What follows belongs to an exercise in optimizing a design on an open flow for small area and a short achievable clock period; a production flow would make more cautious choices.
At most, simulation tests tie the RTL to the original design; equivalence was not proved.

==> inputs of 02-03 <==
Design sd_sector_cache, start of the top module:
module sd_sector_cache
#(
    parameter int DEPTH = sd_cache_pkg::SD_DEPTH,
    parameter int AW    = sd_cache_pkg::SD_AW,
    parameter int DW    = sd_cache_pkg::SD_DW
) (
    input  logic          clk400,
    input  logic          reset_n,
    input  logic [AW-1:0] casheAddress,
    input  logic [DW-1:0] casheValue,
    input  logic          writeCashe,
    input  logic          releaseSector,
    input  logic          rdReq,
    input  logic [AW-1:0] rdAddr,
    output logic [DW-1:0] rdData,
    output logic          rdValid,
    output logic          rdErr,
    output logic          sectorReady,
    output logic          overflow,
    output logic [AW:0]   fillCount,
    output logic [DW-1:0] checksum,
    output sd_cache_pkg::cache_state_t cacheState
);
==> module sd_cache_ram, before the edit <==
module sd_cache_ram #(
    parameter int DEPTH = 256,
    parameter int AW    = 8,
    parameter int DW    = 16
) (
    input  logic          clk400,
    input  logic          we,
    input  logic [AW-1:0] waddr,
    input  logic [DW-1:0] wdata,
    input  logic          rd_ok,
    input  logic [AW-1:0] raddr,
    output logic [DW-1:0] rdata
);
    logic [DEPTH*DW-1:0] mem;
    logic [15:0] whi, wlo;
    for (genvar j = 0; j < 16; j++) begin : g_wdec
        assign whi[j] = we && (waddr[7:4] == 4'(j));
        assign wlo[j] = (waddr[3:0] == 4'(j));
    end
    for (genvar r = 0; r < DEPTH; r++) begin : g_row
        always_ff @(posedge clk400) begin
            if (whi[r/16] && wlo[r%16]) begin
                mem[r*DW +: DW] <= wdata;
            end
        end
    end
    localparam int NG = 16;
    localparam int NL = DEPTH / NG;
    logic [NL-1:0] lsel;
    logic [NG-1:0] gsel;
    for (genvar j = 0; j < NL; j++) begin : g_lsel
        assign lsel[j] = (raddr[3:0] == 4'(j));
    end
    for (genvar j = 0; j < NG; j++) begin : g_gsel
        assign gsel[j] = (raddr[7:4] == 4'(j));
    end
    logic [DW-1:0] lo_d, hi_d, lo_q, hi_q;
    for (genvar b = 0; b < DW; b++) begin : g_bit
        logic [NG-1:0] grp;
        for (genvar a = 0; a < NG; a++) begin : g_grp
            logic [NL-1:0] col;
            for (genvar j = 0; j < NL; j++) begin : g_col
                assign col[j] = mem[(a*NL + j)*DW + b];
            end
            assign grp[a] = |(lsel & col);
        end
        assign lo_d[b] = rd_ok && |(gsel[NG/2-1:0] & grp[NG/2-1:0]);
        assign hi_d[b] = rd_ok && |(gsel[NG-1:NG/2] & grp[NG-1:NG/2]);
    end
    always_ff @(posedge clk400) begin
        lo_q <= lo_d;
        hi_q <= hi_d;
    end
    assign rdata = lo_q | hi_q;
endmodule
==> module sd_sector_cache, before the edit <==
module sd_sector_cache
#(
    parameter int DEPTH = sd_cache_pkg::SD_DEPTH,
    parameter int AW    = sd_cache_pkg::SD_AW,
    parameter int DW    = sd_cache_pkg::SD_DW
) (
    input  logic          clk400,
    input  logic          reset_n,
    input  logic [AW-1:0] casheAddress,
    input  logic [DW-1:0] casheValue,
    input  logic          writeCashe,
    input  logic          releaseSector,
    input  logic          rdReq,
    input  logic [AW-1:0] rdAddr,
    output logic [DW-1:0] rdData,
    output logic          rdValid,
    output logic          rdErr,
    output logic          sectorReady,
    output logic          overflow,
    output logic [AW:0]   fillCount,
    output logic [DW-1:0] checksum,
    output sd_cache_pkg::cache_state_t cacheState
);
    sd_cache_pkg::cache_state_t state;
    logic          wr_accept;
    logic          is_ready;
    always_comb begin
        is_ready  = (state == sd_cache_pkg::READY);
        wr_accept = writeCashe && !state[1] && !(state[0] && releaseSector);
    end
    sd_cache_ram #(
        .DEPTH (DEPTH),
        .AW    (AW),
        .DW    (DW)
    ) u_ram (
        .clk400 (clk400),
        .we     (wr_accept),
        .waddr  (casheAddress),
        .wdata  (casheValue),
        .rd_ok  (sectorReady),
        .raddr  (rdAddr),
        .rdata  (rdData)
    );
    always_ff @(posedge clk400 or negedge reset_n) begin
        if (!reset_n) begin
            state       <= sd_cache_pkg::EMPTY;
            sectorReady <= 1'b0;
            overflow    <= 1'b0;
            fillCount   <= '0;
            rdValid     <= 1'b0;
            rdErr       <= 1'b0;
        end else begin
            rdValid <= rdReq;
            rdErr   <= rdReq && !is_ready;
            case (state)
                sd_cache_pkg::EMPTY: begin
                    if (writeCashe) begin
                        fillCount <= {{AW{1'b0}}, 1'b1};
                        state     <= sd_cache_pkg::FILLING;
                    end
                end
                sd_cache_pkg::FILLING: begin
                    if (releaseSector) begin
                        fillCount <= '0;
                        state     <= sd_cache_pkg::EMPTY;
                    end else if (writeCashe) begin
                        fillCount <= fillCount + 1'b1;
                        if (fillCount == (AW+1)'(DEPTH - 1)) begin
                            state       <= sd_cache_pkg::READY;
                            sectorReady <= 1'b1;
                        end
                    end
                end
                sd_cache_pkg::READY: begin
                    if (releaseSector) begin
                        fillCount   <= '0;
                        overflow    <= 1'b0;
                        sectorReady <= 1'b0;
                        state       <= sd_cache_pkg::EMPTY;
                    end else if (writeCashe) begin
                        overflow <= 1'b1;
                    end
                end
                default: begin
                    state       <= sd_cache_pkg::EMPTY;
                    sectorReady <= 1'b0;
                end
            endcase
        end
    end
    always_ff @(posedge clk400 or negedge reset_n) begin
        if (!reset_n) begin
            checksum <= '0;
        end else if (releaseSector && (state != sd_cache_pkg::EMPTY)) begin
            checksum <= '0;
        end else if (wr_accept) begin
            checksum <= checksum + casheValue;
        end
    end
    assign cacheState = state;
endmodule
clock: 3.3 ns
lec_check: 0
cap_margin: 20
core_margin: 2
core_utilization: 65
cts_cluster_diameter: 80
cts_cluster_size: 30
setup_slack_margin: 1.0
slew_margin: 20
tns_end_percent: 5
run.sh (not shown) runs the stock make flow with config.mk's settings and CLKGATE_MAP_FILE= SYNTH_SCRIPT=/design/flow/synth_recipe.tcl, a recipe that flattens the netlist after the stock synthesis.
==> 12-21: changes against 02-03 <==
--- a/flow/design.v
+++ b/flow/design.v
@@ -23,12 +23,7 @@
 );
     logic [DEPTH*DW-1:0] mem;
-    logic [15:0] whi, wlo;
-    for (genvar j = 0; j < 16; j++) begin : g_wdec
-        assign whi[j] = we && (waddr[7:4] == 4'(j));
-        assign wlo[j] = (waddr[3:0] == 4'(j));
-    end
     for (genvar r = 0; r < DEPTH; r++) begin : g_row
         always_ff @(posedge clk400) begin
-            if (whi[r/16] && wlo[r%16]) begin
+            if (we && (waddr == AW'(r))) begin
                 mem[r*DW +: DW] <= wdata;
             end
@@ -92,5 +87,7 @@
     always_comb begin
         is_ready  = (state == sd_cache_pkg::READY);
-        wr_accept = writeCashe && !state[1] && !(state[0] && releaseSector);
+        wr_accept = writeCashe &&
+                    ((state == sd_cache_pkg::EMPTY) ||
+                     ((state == sd_cache_pkg::FILLING) && !releaseSector));
     end
     sd_cache_ram #(
Settings changed: CTS_CLUSTER_DIAMETER 80 to default, CTS_CLUSTER_SIZE 30 to default, TNS_END_PERCENT 5 to default.
==> 03-02: changes against 02-03 <==
--- a/flow/design.v
+++ b/flow/design.v
@@ -15,52 +15,25 @@
 ) (
     input  logic          clk400,
+    input  logic          reset_n,
     input  logic          we,
     input  logic [AW-1:0] waddr,
     input  logic [DW-1:0] wdata,
-    input  logic          rd_ok,
+    input  logic          re,
     input  logic [AW-1:0] raddr,
     output logic [DW-1:0] rdata
 );
-    logic [DEPTH*DW-1:0] mem;
-    logic [15:0] whi, wlo;
-    for (genvar j = 0; j < 16; j++) begin : g_wdec
-        assign whi[j] = we && (waddr[7:4] == 4'(j));
-        assign wlo[j] = (waddr[3:0] == 4'(j));
-    end
-    for (genvar r = 0; r < DEPTH; r++) begin : g_row
-        always_ff @(posedge clk400) begin
-            if (whi[r/16] && wlo[r%16]) begin
-                mem[r*DW +: DW] <= wdata;
-            end
+    logic [DW-1:0] mem [DEPTH];
+    always_ff @(posedge clk400) begin
+        if (we) begin
+            mem[waddr] <= wdata;
         end
     end
-    localparam int NG = 16;
-    localparam int NL = DEPTH / NG;
-    logic [NL-1:0] lsel;
-    logic [NG-1:0] gsel;
-    for (genvar j = 0; j < NL; j++) begin : g_lsel
-        assign lsel[j] = (raddr[3:0] == 4'(j));
+    always_ff @(posedge clk400 or negedge reset_n) begin
+        if (!reset_n) begin
+            rdata <= '0;
+        end else if (re) begin
+            rdata <= mem[raddr];
+        end
     end
-    for (genvar j = 0; j < NG; j++) begin : g_gsel
-        assign gsel[j] = (raddr[7:4] == 4'(j));
-    end
-    logic [DW-1:0] lo_d, hi_d, lo_q, hi_q;
-    for (genvar b = 0; b < DW; b++) begin : g_bit
-        logic [NG-1:0] grp;
-        for (genvar a = 0; a < NG; a++) begin : g_grp
-            logic [NL-1:0] col;
-            for (genvar j = 0; j < NL; j++) begin : g_col
-                assign col[j] = mem[(a*NL + j)*DW + b];
-            end
-            assign grp[a] = |(lsel & col);
-        end
-        assign lo_d[b] = rd_ok && |(gsel[NG/2-1:0] & grp[NG/2-1:0]);
-        assign hi_d[b] = rd_ok && |(gsel[NG-1:NG/2] & grp[NG-1:NG/2]);
-    end
-    always_ff @(posedge clk400) begin
-        lo_q <= lo_d;
-        hi_q <= hi_d;
-    end
-    assign rdata = lo_q | hi_q;
 endmodule
 module sd_sector_cache
@@ -89,8 +62,13 @@
     sd_cache_pkg::cache_state_t state;
     logic          wr_accept;
-    logic          is_ready;
+    logic          rd_hit;
+    logic          zero_data;
+    logic [DW-1:0] ram_q;
     always_comb begin
-        is_ready  = (state == sd_cache_pkg::READY);
-        wr_accept = writeCashe && !state[1] && !(state[0] && releaseSector);
+        wr_accept = 1'b0;
+        if (writeCashe) begin
+            wr_accept = (state == sd_cache_pkg::EMPTY) || ((state == sd_cache_pkg::FILLING) && !releaseSector);
+        end
+        rd_hit = rdReq && (state == sd_cache_pkg::READY);
     end
     sd_cache_ram #(
@@ -99,11 +77,12 @@
         .DW    (DW)
     ) u_ram (
-        .clk400 (clk400),
-        .we     (wr_accept),
-        .waddr  (casheAddress),
-        .wdata  (casheValue),
-        .rd_ok  (sectorReady),
-        .raddr  (rdAddr),
-        .rdata  (rdData)
+        .clk400  (clk400),
+        .reset_n (reset_n),
+        .we      (wr_accept),
+        .waddr   (casheAddress),
+        .wdata   (casheValue),
+        .re      (rd_hit),
+        .raddr   (rdAddr),
+        .rdata   (ram_q)
     );
     always_ff @(posedge clk400 or negedge reset_n) begin
@@ -115,7 +94,11 @@
             rdValid     <= 1'b0;
             rdErr       <= 1'b0;
+            zero_data   <= 1'b0;
         end else begin
             rdValid <= rdReq;
-            rdErr   <= rdReq && !is_ready;
+            rdErr   <= rdReq && (state != sd_cache_pkg::READY);
+            if (rdReq) begin
+                zero_data <= (state != sd_cache_pkg::READY);
+            end
             case (state)
                 sd_cache_pkg::EMPTY: begin
@@ -163,4 +146,5 @@
         end
     end
+    assign rdData     = zero_data ? '0 : ram_q;
     assign cacheState = state;
 endmodule
Settings changed: CORE_UTILIZATION 65 to 50, CTS_CLUSTER_DIAMETER 80 to default, CTS_CLUSTER_SIZE 30 to default, SETUP_SLACK_MARGIN 1.0 to default, TNS_END_PERCENT 5 to default.
==> flow_metrics.env <==
export IMPL_status="no timing/DRC/antenna violations"
export IMPL_comb_power_share=0.071
export IMPL_die_h_um=498
export IMPL_powerSeq_mw=58.3
# the run above: 12-21

==> flow_metrics.env <==
export IMPL_p_comb_mw=6.75
export IMPL_die_h_um=568
export IMPL_hold_viol_final=0
export IMPL_comb_power_share=0.061
export IMPL_status="no timing/DRC/antenna violations"
# the run above: 03-02

==> flow_metrics.env <==
export IMPL_status="no timing/DRC/antenna violations"
export IMPL_comb_power_share=0.088
export IMPL_synth_compound_area_share=0.126
export IMPL_port_buffers=83
export IMPL_grt_ovfl_total=0
export IMPL_register_area_um2=124000
export IMPL_grt_max_degree=154
export IMPL_powerSeq_mw=58.2
# the run above: 02-03

The RTL of 12-21 and 03-02 was laid out without a check of its function.

==> what the ideal ports hide <==
Ports are ideal in the flow. The routed layouts listed here were re-timed in OpenROAD. Step 1 sets driving cells, clkbuf_16 on the clock port and buf_2 on the other inputs (assumed; they add their load-dependent delay and slew). Step 2 moves the port delays by t, midway between the first and last clock arrival at a register: inputs arrive t later, outputs are due t later. That takes back most of the time a late clock gives input paths. Slacks: ideal ports / drivers / drivers and shift; pairs: ideal ports / drivers.
| run | shift t [ns] | setup WS [ns] | worst setup path at the end | latest minus earliest clock arrival (ns) | worst slew at a driven data input, ns |
|---|---|---|---|---|---|
| 02-03 | 0.988 | 0.581 / 0.593 / -0.395 | input to register | 0.053 / 0.053 | 0.22 |
| 12-21 | 1.088 | 0.715 / 0.715 / -0.346 | input to register | 0.074 / 0.074 | 0.22 |
| 03-02 | 1.030 | 0.002 / 0.019 / -1.011 | input to register | 0.065 / 0.065 | 0.22 |
Met with ideal ports but missed after step 2: setup timing in every run listed. For 12-21, which loses most, drivers alone change the setup slack by 0.000 ns; drivers and shift together by -1.061 ns.
